Context: an optimization exercise on an open-source flow, tuned for small area and a short achievable clock period. The choices shown serve that exercise and are no tape-out recipe. Only simulation tests tie the RTL to the original design; equivalence was not proved. Power is estimated from default activity; no workload was simulated.

==> inputs of run M <==
## mul_simd_top
module mul_simd_top
(
   input  logic        clk,
   input  logic        rst_n,
   input  logic        in_valid,
   input  logic [1:0]  op,
   input  logic [31:0] a,
   input  logic [31:0] b,
   output logic        out_valid,
   output logic [63:0] result
);
   logic v1_r;
   always_ff @(posedge clk or negedge rst_n) begin
      if (!rst_n) begin
         v1_r      <= 1'b0;
         out_valid <= 1'b0;
      end else begin
         v1_r      <= in_valid;
         out_valid <= v1_r;
      end
   end
   logic wide, sgn;
   assign wide = ~op[1];
   assign sgn  = op[0];
   logic [3:0] w0_r;    
   logic       s0_r;
   logic [15:0] b0_r;
   logic [7:0]  bo0_r, bt0_r, bn0_r;    
   logic [7:0]  d0_one, d0_two;
   always_comb begin
      for (int j = 0; j < 8; j++) begin
         logic x2, x1, x0;
         x2 = a[0 + 2*j + 1];
         x1 = a[0 + 2*j];
         x0 = (j == 0) ? 1'b0 : (j == 4) ? (a[7] & wide) : a[0 + 2*j - 1];
         d0_one[j] = x1 ^ x0;
         d0_two[j] = (x2 & ~x1 & ~x0) | (~x2 & x1 & x0);
      end
   end
   logic [7:0] ml0_r, mh0_r;    
   logic       bx0_r;             
   logic [23:0] r0_r, r0_d;
   logic [15:0] r0_w;
   logic [7:0]  r0_b;
   logic [15:0] r0_wk;
   logic [7:0]  r0_bk;
   assign r0_wk = b[15:0] + 16'h5556;
   assign r0_bk = b[15:8] + 8'h56;
   assign r0_w = (~sgn & a[15]) ? r0_wk : 16'h5556;
   assign r0_b = (~sgn & a[15]) ? r0_bk : 8'h56;
   always_comb begin
      if (wide) r0_d = {r0_w, 1'b0, a[15], 1'b0, a[13], 1'b0, a[11], 1'b0, a[9]};
      else      r0_d = {r0_b, 1'b0, a[15], 1'b0, a[13], 1'b0, a[11], 1'b0, a[9],
                         (~sgn & a[7]) ? b[7:0] : 8'd0};
   end
   always_ff @(posedge clk) begin
      w0_r  <= {4{wide}};
  ...
==> flow/config.mk <==
export PLATFORM = sky130hd
export DESIGN_NAME = mul_simd_top
export DESIGN_NICKNAME = mul_simd_top
export VERILOG_FILES = /design/flow/design.v
export SDC_FILE = /design/flow/constraint.sdc
export NUM_CORES = 4
export LEC_CHECK = 0
export CAP_MARGIN = 20
export CORE_MARGIN = 2
export CORE_UTILIZATION = 60
export CTS_BUF_LIST = sky130_fd_sc_hd__clkbuf_8 sky130_fd_sc_hd__clkbuf_16
export CTS_CLUSTER_DIAMETER = 100
export CTS_CLUSTER_SIZE = 24
export SLEW_MARGIN = 20
==> flow/constraint.sdc <==
create_clock -name core_clock -period 9.5 [get_ports {clk}]
set_input_delay 1.9000 -clock core_clock [delete_from_list [all_inputs] [get_ports {clk}]]
set_output_delay 1.9000 -clock core_clock [all_outputs]
set_load 0.01 [all_outputs]
standard.sh (not shown) runs the stock make flow with config.mk's settings and CLKGATE_MAP_FILE= SYNTH_SCRIPT=/design/flow/synth_recipe.tcl, a recipe that flattens the netlist after the stock synthesis.
==> flow/flow/run.sh <==
#!/bin/bash
# Own layout flow: the standard synthesis unchanged, then
#  - (if POLARITY=1) flow/polarity.py removes inverters between full-adder
#    cells of the synthesized netlist by choosing each adder's polarity
#    (registers, ports and the function are unchanged),
#  - the standard ORFS steps with a few resizer settings changed (knobs.sh):
#    port buffers are buf cells (the default pick is a slow delay buffer),
#    the resizer may swap cells across footprints, and repair_timing aims for
#    extra setup slack.
# Each step's full output goes to a log file in this folder.
set -euo pipefail
cd "$(dirname "$0")/.."
source flow/knobs.sh
R=orfs/results/sky130hd/mul_simd_top/base
bash standard.sh synth > flow_synth.log 2>&1
if [[ "${POLARITY:-0}" == 1 ]]; then
  cp $R/1_2_yosys.v flow_synth_netlist.v
  python3 flow/polarity.py $R/1_2_yosys.v > flow_polarity.log 2>&1
  rm -f $R/1_synth.odb $R/1_synth.sdc
fi
bash standard.sh "${KNOBS[@]}" finish > flow_layout.log 2>&1
==> flow/flow/knobs.sh <==
POLARITY=1
KNOBS=(
  MATCH_CELL_FOOTPRINT=0
  "BUFFER_PORTS_ARGS=-buffer_cell sky130_fd_sc_hd__buf_2"
  SETUP_SLACK_MARGIN=5.45
)
Other scripts of this flow, unchanged in this note and not shown: flow/flow/polarity.py
==> run Y (differences from run M) <==
==> flow/flow/knobs.sh (replaced) <==
POLARITY=1
KNOBS=(
  MATCH_CELL_FOOTPRINT=0
  "BUFFER_PORTS_ARGS=-buffer_cell sky130_fd_sc_hd__buf_2"
  SETUP_SLACK_MARGIN=5.35
)
Settings changed: GPL_ROUTABILITY_DRIVEN from default to 0.
==> run C (differences from run M) <==
==> flow/flow/knobs.sh (replaced) <==
POLARITY=1
KNOBS=(
  MATCH_CELL_FOOTPRINT=0
  "BUFFER_PORTS_ARGS=-buffer_cell sky130_fd_sc_hd__buf_2"
  SETUP_SLACK_MARGIN=5.55
)
Settings changed: GPL_ROUTABILITY_DRIVEN from default to 0.
==> run D (differences from run M) <==
==> flow/flow/knobs.sh (replaced) <==
POLARITY=1
KNOBS=(
  MATCH_CELL_FOOTPRINT=0
  "BUFFER_PORTS_ARGS=-buffer_cell sky130_fd_sc_hd__buf_2"
  SETUP_SLACK_MARGIN=5.5
)
Settings changed: CTS_CLUSTER_SIZE 24 to 28.
==> flow_summary.yaml <==
cells_and_area:
  fillers: 2808
  multi_input_area_share_pct: 64.1
  design_area_sq_um: 22100
placed_design:
  numPlacedInstances: 2487
pwr:
  comb_power_uw: 4290
  switching_share_pct: 42.6
timing:
  period_share_pct: 42.2
  max_freq_mhz: 250
grt:
  grtUsageMet2_pct: 46.4
  grtUsageMet3_pct: 4.04
outcome:
  outcome: "complete, no violations"
The numbers above come from run M.

==> flow_summary.yaml <==
outcome:
  outcome: "complete, no violations"
cells_and_area:
  design_area_sq_um: 22300
  multi_input_area_share_pct: 63.9
grt:
  grtUsageMet2_pct: 46.3
  grtUsageMet3_pct: 4.43
timing:
  period_share_pct: 42.0
  max_freq_mhz: 251
placed_design:
  numPlacedInstances: 2486
pwr:
  switching_share_pct: 43.1
  comb_power_uw: 4290
The numbers above come from run D.

==> flow_summary.yaml <==
grt:
  grtUsageMet3_pct: 3.47
cells_and_area:
  fillers: 2807
  design_area_sq_um: 21900
outcome:
  outcome: "complete, no violations"
timing:
  max_freq_mhz: 247
  period_share_pct: 42.6
pwr:
  switching_share_pct: 42.8
The numbers above come from run Y.

==> flow_summary.yaml <==
outcome:
  outcome: "complete, no violations"
cells_and_area:
  fillers: 2765
  design_area_sq_um: 22400
grt:
  grtUsageMet3_pct: 4.13
  grtUsageMet2_pct: 46.1
pwr:
  switching_share_pct: 42.5
  comb_power_uw: 4360
placed_design:
  numPlacedInstances: 2484
setup_path:
  r2r_start: "bt0_r[7]"
timing:
  max_freq_mhz: 251
  period_share_pct: 42.0
The numbers above come from run C.


==> inputs of 10-24 <==
Another version of the RTL of mul_simd_top (not shown whole).
export LEC_CHECK = 0
export CAP_MARGIN = 20
export CORE_MARGIN = 2
export CORE_UTILIZATION = 40
export SLEW_MARGIN = 20
create_clock -name core_clock -period 9.5 [get_ports {clk}]
==> flow/flow/run.sh <==
#!/bin/bash
# Own layout flow: the standard synthesis unchanged, then the standard ORFS
# steps with a few resizer settings changed:
#  - port buffers are buf cells (the default pick is a slow delay buffer),
#  - the resizer may swap cells across footprints,
#  - repair_timing aims for extra setup slack (see knobs.sh).
# Each step's full output goes to a log file in this folder.
set -euo pipefail
cd "$(dirname "$0")/.."
source flow/knobs.sh
bash standard.sh synth > flow_synth.log 2>&1
bash standard.sh "${KNOBS[@]}" finish > flow_layout.log 2>&1
==> flow/flow/knobs.sh <==
KNOBS=(
  MATCH_CELL_FOOTPRINT=0
  "BUFFER_PORTS_ARGS=-buffer_cell sky130_fd_sc_hd__buf_2"
  SETUP_SLACK_MARGIN=5
)
==> 02-02 (differences from 10-24) <==
==> flow/flow/knobs.sh (replaced) <==
KNOBS=(
  MATCH_CELL_FOOTPRINT=0
  "BUFFER_PORTS_ARGS=-buffer_cell sky130_fd_sc_hd__buf_2"
  SETUP_SLACK_MARGIN=6.5
)
==> 03-05 (differences from 10-24) <==
--- a/flow/design.v
+++ b/flow/design.v
@@ -97,21 +97,17 @@
       bt1_r <= d1_two;
       bn1_r <= {a[31], a[29], a[27], a[25], a[23], a[21], a[19], a[17]};
       ml1_r <= wide ? b[31:24] : {8{sgn & b[23]}};
       mh1_r <= wide ? b[23:16] : 8'd0;
       bx1_r <= sgn & b[31];
       r1_r  <= r1_d;
    end
-   logic [15:0] lo0_r;
-   logic cy0_r;
-   logic [31:16] x0_r, y0_r;
+   logic [31:0] x0_r, y0_r;
    logic w20_r;
-   logic [15:0] lo1_r;
-   logic cy1_r;
-   logic [31:16] x1_r, y1_r;
+   logic [31:0] x1_r, y1_r;
    logic w21_r;
    wire l0_onew0 = bo0_r[0] & w0_r[1];
    wire l0_twow0 = bt0_r[0] & w0_r[2];
    wire l0_nnw0 = ~bn0_r[0] & w0_r[3];
    wire l0_onew1 = bo0_r[1] & w0_r[0];
    wire l0_twow1 = bt0_r[1] & w0_r[1];
    wire l0_nnw1 = ~bn0_r[1] & w0_r[2];
@@ -527,17 +523,14 @@
    wire l0_s29_106 = r0_r[21] ^ l0_pp6_17 ^ l0_pp7_15;
    wire l0_c29_106 = (r0_r[21] & l0_pp6_17) | (r0_r[21] & l0_pp7_15) | (l0_pp6_17 & l0_pp7_15);
    wire l0_hs29_16 = l0_c28_104 ^ l0_s29_106;
    wire l0_hc29_16 = l0_c28_104 & l0_s29_106;
    wire l0_s30_107 = r0_r[22] ^ l0_pp7_16 ^ l0_c29_106;
    wire l0_c30_107 = (r0_r[22] & l0_pp7_16) | (r0_r[22] & l0_c29_106) | (l0_pp7_16 & l0_c29_106);
    wire l0_s31_108 = r0_r[23] ^ l0_pp7_17 ^ l0_c30_107;
-   wire [15:0] l0_lx = {l0_hc14_9, l0_s14_38, l0_hc12_8, l0_hs12_8, l0_hc10_7, l0_s10_16, l0_hc8_6, l0_hc7_5, l0_s7_5, l0_hs6_4, l0_s5_1, l0_hs4_2, l0_hc2_0, l0_pp1_0, l0_pp0_1, bn0_r[0]};
-   wire [15:0] l0_ly = {l0_s15_45, l0_hs14_9, l0_s13_32, l0_c11_21, l0_s11_21, l0_hs10_7, l0_s9_12, l0_hs8_6, l0_hs7_5, l0_s6_3, l0_hs5_3, l0_s4_0, l0_hs3_1, l0_hs2_0, 1'b0, l0_pp0_0};
-   wire [16:0] l0_ls = {1'b0, l0_lx} + {1'b0, l0_ly};
    wire l1_onew0 = bo1_r[0] & w1_r[1];
    wire l1_twow0 = bt1_r[0] & w1_r[2];
    wire l1_nnw0 = ~bn1_r[0] & w1_r[3];
    wire l1_onew1 = bo1_r[1] & w1_r[0];
    wire l1_twow1 = bt1_r[1] & w1_r[1];
    wire l1_nnw1 = ~bn1_r[1] & w1_r[2];
    wire l1_onew2 = bo1_r[2] & w1_r[3];
@@ -952,37 +945,49 @@
    wire l1_s29_106 = r1_r[21] ^ l1_pp6_17 ^ l1_pp7_15;
    wire l1_c29_106 = (r1_r[21] & l1_pp6_17) | (r1_r[21] & l1_pp7_15) | (l1_pp6_17 & l1_pp7_15);
    wire l1_hs29_16 = l1_c28_104 ^ l1_s29_106;
    wire l1_hc29_16 = l1_c28_104 & l1_s29_106;
    wire l1_s30_107 = r1_r[22] ^ l1_pp7_16 ^ l1_c29_106;
    wire l1_c30_107 = (r1_r[22] & l1_pp7_16) | (r1_r[22] & l1_c29_106) | (l1_pp7_16 & l1_c29_106);
    wire l1_s31_108 = r1_r[23] ^ l1_pp7_17 ^ l1_c30_107;
-   wire [15:0] l1_lx = {l1_hc14_9, l1_s14_38, l1_hc12_8, l1_hs12_8, l1_hc10_7, l1_s10_16, l1_hc8_6, l1_hc7_5, l1_s7_5, l1_hs6_4, l1_s5_1, l1_hs4_2, l1_hc2_0, l1_pp1_0, l1_pp0_1, bn1_r[0]};
-   wire [15:0] l1_ly = {l1_s15_45, l1_hs14_9, l1_s13_32, l1_c11_21, l1_s11_21, l1_hs10_7, l1_s9_12, l1_hs8_6, l1_hs7_5, l1_s6_3, l1_hs5_3, l1_s4_0, l1_hs3_1, l1_hs2_0, 1'b0, l1_pp0_0};
-   wire [16:0] l1_ls = {1'b0, l1_lx} + {1'b0, l1_ly};
    always_ff @(posedge clk) begin
       w20_r <= w0_r[0];
       w21_r <= w1_r[0];
-      lo0_r[0] <= l0_ls[0];
-      lo0_r[1] <= l0_ls[1];
-      lo0_r[2] <= l0_ls[2];
-      lo0_r[3] <= l0_ls[3];
-      lo0_r[4] <= l0_ls[4];
-      lo0_r[5] <= l0_ls[5];
-      lo0_r[6] <= l0_ls[6];
-      lo0_r[7] <= l0_ls[7];
-      lo0_r[8] <= l0_ls[8];
-      lo0_r[9] <= l0_ls[9];
-      lo0_r[10] <= l0_ls[10];
-      lo0_r[11] <= l0_ls[11];
-      lo0_r[12] <= l0_ls[12];
-      lo0_r[13] <= l0_ls[13];
-      lo0_r[14] <= l0_ls[14];
-      lo0_r[15] <= l0_ls[15];
-      cy0_r <= (l0_ls[16] & w0_r[3]);
+      x0_r[0] <= bn0_r[0];
+      y0_r[0] <= l0_pp0_0;
+      x0_r[1] <= l0_pp0_1;
+      y0_r[1] <= 1'b0;
+      x0_r[2] <= l0_pp1_0;
+      y0_r[2] <= l0_hs2_0;
+      x0_r[3] <= l0_hc2_0;
+      y0_r[3] <= l0_hs3_1;
+      x0_r[4] <= l0_hs4_2;
+      y0_r[4] <= l0_s4_0;
+      x0_r[5] <= l0_s5_1;
+      y0_r[5] <= l0_hs5_3;
+      x0_r[6] <= l0_hs6_4;
+      y0_r[6] <= l0_s6_3;
+      x0_r[7] <= l0_s7_5;
+      y0_r[7] <= l0_hs7_5;
+      x0_r[8] <= l0_hc7_5;
+      y0_r[8] <= l0_hs8_6;
+      x0_r[9] <= l0_hc8_6;
+      y0_r[9] <= l0_s9_12;
+      x0_r[10] <= l0_s10_16;
+      y0_r[10] <= l0_hs10_7;
+      x0_r[11] <= l0_hc10_7;
+      y0_r[11] <= l0_s11_21;
+      x0_r[12] <= l0_hs12_8;
+      y0_r[12] <= l0_c11_21;
+      x0_r[13] <= l0_hc12_8;
+      y0_r[13] <= l0_s13_32;
+      x0_r[14] <= l0_s14_38;
+      y0_r[14] <= l0_hs14_9;
+      x0_r[15] <= l0_hc14_9;
+      y0_r[15] <= l0_s15_45;
       x0_r[16] <= l0_s16_52;
       y0_r[16] <= l0_c15_45_k;
       x0_r[17] <= l0_c16_52;
       y0_r[17] <= l0_s17_59;
       x0_r[18] <= l0_s18_65;
       y0_r[18] <= l0_hs18_10;
       x0_r[19] <= l0_hc18_10;
@@ -1007,31 +1012,46 @@
       y0_r[28] <= l0_s28_105;
       x0_r[29] <= l0_hs29_16;
       y0_r[29] <= l0_c28_105;
       x0_r[30] <= l0_hc29_16;
       y0_r[30] <= l0_s30_107;
       x0_r[31] <= l0_s31_108;
       y0_r[31] <= 1'b0;
-      lo1_r[0] <= l1_ls[0];
-      lo1_r[1] <= l1_ls[1];
-      lo1_r[2] <= l1_ls[2];
-      lo1_r[3] <= l1_ls[3];
-      lo1_r[4] <= l1_ls[4];
-      lo1_r[5] <= l1_ls[5];
-      lo1_r[6] <= l1_ls[6];
-      lo1_r[7] <= l1_ls[7];
-      lo1_r[8] <= l1_ls[8];
-      lo1_r[9] <= l1_ls[9];
-      lo1_r[10] <= l1_ls[10];
-      lo1_r[11] <= l1_ls[11];
-      lo1_r[12] <= l1_ls[12];
-      lo1_r[13] <= l1_ls[13];
-      lo1_r[14] <= l1_ls[14];
-      lo1_r[15] <= l1_ls[15];
-      cy1_r <= (l1_ls[16] & w1_r[3]);
+      x1_r[0] <= bn1_r[0];
+      y1_r[0] <= l1_pp0_0;
+      x1_r[1] <= l1_pp0_1;
+      y1_r[1] <= 1'b0;
+      x1_r[2] <= l1_pp1_0;
+      y1_r[2] <= l1_hs2_0;
+      x1_r[3] <= l1_hc2_0;
+      y1_r[3] <= l1_hs3_1;
+      x1_r[4] <= l1_hs4_2;
+      y1_r[4] <= l1_s4_0;
+      x1_r[5] <= l1_s5_1;
+      y1_r[5] <= l1_hs5_3;
+      x1_r[6] <= l1_hs6_4;
+      y1_r[6] <= l1_s6_3;
+      x1_r[7] <= l1_s7_5;
+      y1_r[7] <= l1_hs7_5;
+      x1_r[8] <= l1_hc7_5;
+      y1_r[8] <= l1_hs8_6;
+      x1_r[9] <= l1_hc8_6;
+      y1_r[9] <= l1_s9_12;
+      x1_r[10] <= l1_s10_16;
+      y1_r[10] <= l1_hs10_7;
+      x1_r[11] <= l1_hc10_7;
+      y1_r[11] <= l1_s11_21;
+      x1_r[12] <= l1_hs12_8;
+      y1_r[12] <= l1_c11_21;
+      x1_r[13] <= l1_hc12_8;
+      y1_r[13] <= l1_s13_32;
+      x1_r[14] <= l1_s14_38;
+      y1_r[14] <= l1_hs14_9;
+      x1_r[15] <= l1_hc14_9;
+      y1_r[15] <= l1_s15_45;
       x1_r[16] <= l1_s16_52;
       y1_r[16] <= l1_c15_45_k;
       x1_r[17] <= l1_c16_52;
       y1_r[17] <= l1_s17_59;
       x1_r[18] <= l1_s18_65;
       y1_r[18] <= l1_hs18_10;
       x1_r[19] <= l1_hc18_10;
@@ -1057,14 +1077,18 @@
       x1_r[29] <= l1_hs29_16;
       y1_r[29] <= l1_c28_105;
       x1_r[30] <= l1_hc29_16;
       y1_r[30] <= l1_s30_107;
       x1_r[31] <= l1_s31_108;
       y1_r[31] <= 1'b0;
    end
+   logic [16:0] f0_lo;
    logic [15:0] f0_hi;
-   assign f0_hi = x0_r[31:16] + y0_r[31:16] + {15'd0, cy0_r};
-   assign result[31:0] = {f0_hi, lo0_r};
+   assign f0_lo = {1'b0, x0_r[15:0]} + {1'b0, y0_r[15:0]};
+   assign f0_hi = x0_r[31:16] + y0_r[31:16] + {15'd0, f0_lo[16] & w20_r};
+   assign result[31:0] = {f0_hi, f0_lo[15:0]};
+   logic [16:0] f1_lo;
    logic [15:0] f1_hi;
-   assign f1_hi = x1_r[31:16] + y1_r[31:16] + {15'd0, cy1_r};
-   assign result[63:32] = {f1_hi, lo1_r};
+   assign f1_lo = {1'b0, x1_r[15:0]} + {1'b0, y1_r[15:0]};
+   assign f1_hi = x1_r[31:16] + y1_r[31:16] + {15'd0, f1_lo[16] & w21_r};
+   assign result[63:32] = {f1_hi, f1_lo[15:0]};
 endmodule
==> flow/run.sh (new file) <==
#!/bin/bash
# synth_recipe.tcl (not shown) runs the flow's synth.tcl, then flattens the netlist and writes it again
# the make line also repeats each setting of config.mk as NAME=value (left out here)
make -C /OpenROAD-flow-scripts/flow DESIGN_CONFIG=/design/flow/config.mk WORK_HOME=/design/flow/orfs CLKGATE_MAP_FILE= SYNTH_SCRIPT=/design/flow/synth_recipe.tcl finish
- SETUP_SLACK_MARGIN: default -> 5
removed: flow/flow/run.sh
removed: flow/flow/knobs.sh
removed: flow/standard.sh
==> summary of the runs <==
10-24 finished with timing, DRC and antenna clean. 02-02 completed without violations. 03-05 completed with no timing, DRC or antenna violations. In 03-05 the first-iteration DRC count is larger than in 10-24, by 12%. The highest non-clock buffer count belongs to 02-02, the lowest to 10-24. Against 03-05, the count of clock-buffer cells in the layout of 02-02 is higher by 3. Via count, lowest first: 10-24, 03-05, 02-02.
==> figures <==
Status: 03-05 complete, no violations; 10-24 complete, no violations; 02-02 complete, no violations
Critical path depth in cells: 03-05 20; 10-24 12; 02-02 12
Number of sequential cells in the layout: 03-05 290; 10-24 261; 02-02 261
Adder-cell share of the synthesized area: 03-05 26.3%; 10-24 26.8%; 02-02 26.8%
Signal buf overhead: 03-05 6.40%; 10-24 4.14%; 02-02 8.98%
Number of H-tree levels: 03-05 2; 10-24 1; 02-02 2
Most common library cell in the layout ignoring fill and taps: 03-05 sky130_fd_sc_hd__dfxtp_1; 10-24 sky130_fd_sc_hd__inv_1; 02-02 sky130_fd_sc_hd__xnor2_1
Worst-case reg-to-reg path depth: 03-05 10; 10-24 15; 02-02 14
Flip-flop and latch power: 03-05 1.76 mW; 10-24 1.61 mW; 02-02 1.59 mW
Share of total power in the clock network: 03-05 19.2%; 10-24 15.4%; 02-02 15.0%

[re-timing with driven ports]
In the flow no input, the clock included, has a driving cell. The finished layouts below were timed again as built, in two steps. Step 1: set_driving_cell puts a clkbuf_16 on clk and a buf_2 on each other input, an assumption about the parent block. Step 2 also shifts input and output timing later by t, the mid clock arrival at the registers, as if the neighbouring blocks saw the same clock. a / b / c = ideal ports / drivers / drivers and shift; a / b = the first two.
run | t, ns | slack for setup (ns) | hold WS [ns]
run M | 0.577 | 5.494 / 5.440 / 5.330 | 0.372 / 0.372 / 0.372
run Y | 0.576 | 5.453 / 5.397 / 5.322 | 0.367 / 0.367 / 0.367
run C | 0.562 | 5.510 / 5.455 / 5.186 | 0.371 / 0.371 / 0.371
run D | 0.571 | 5.512 / 5.458 / 5.284 | 0.373 / 0.373 / 0.373
10-24 | 0.631 | 4.722 / 4.669 / 4.727 | 0.359 / 0.359 / 0.359
02-02 | 0.589 | 4.796 / 4.740 / 5.329 | 0.359 / 0.359 / 0.359
03-05 | 0.609 | 2.986 / 2.928 / 3.536 | 0.347 / 0.347 / 0.347
After both steps setup and hold are still met in every run listed. For run C, which loses most, drivers alone change the setup slack by -0.055 ns; drivers and shift together by -0.324 ns.
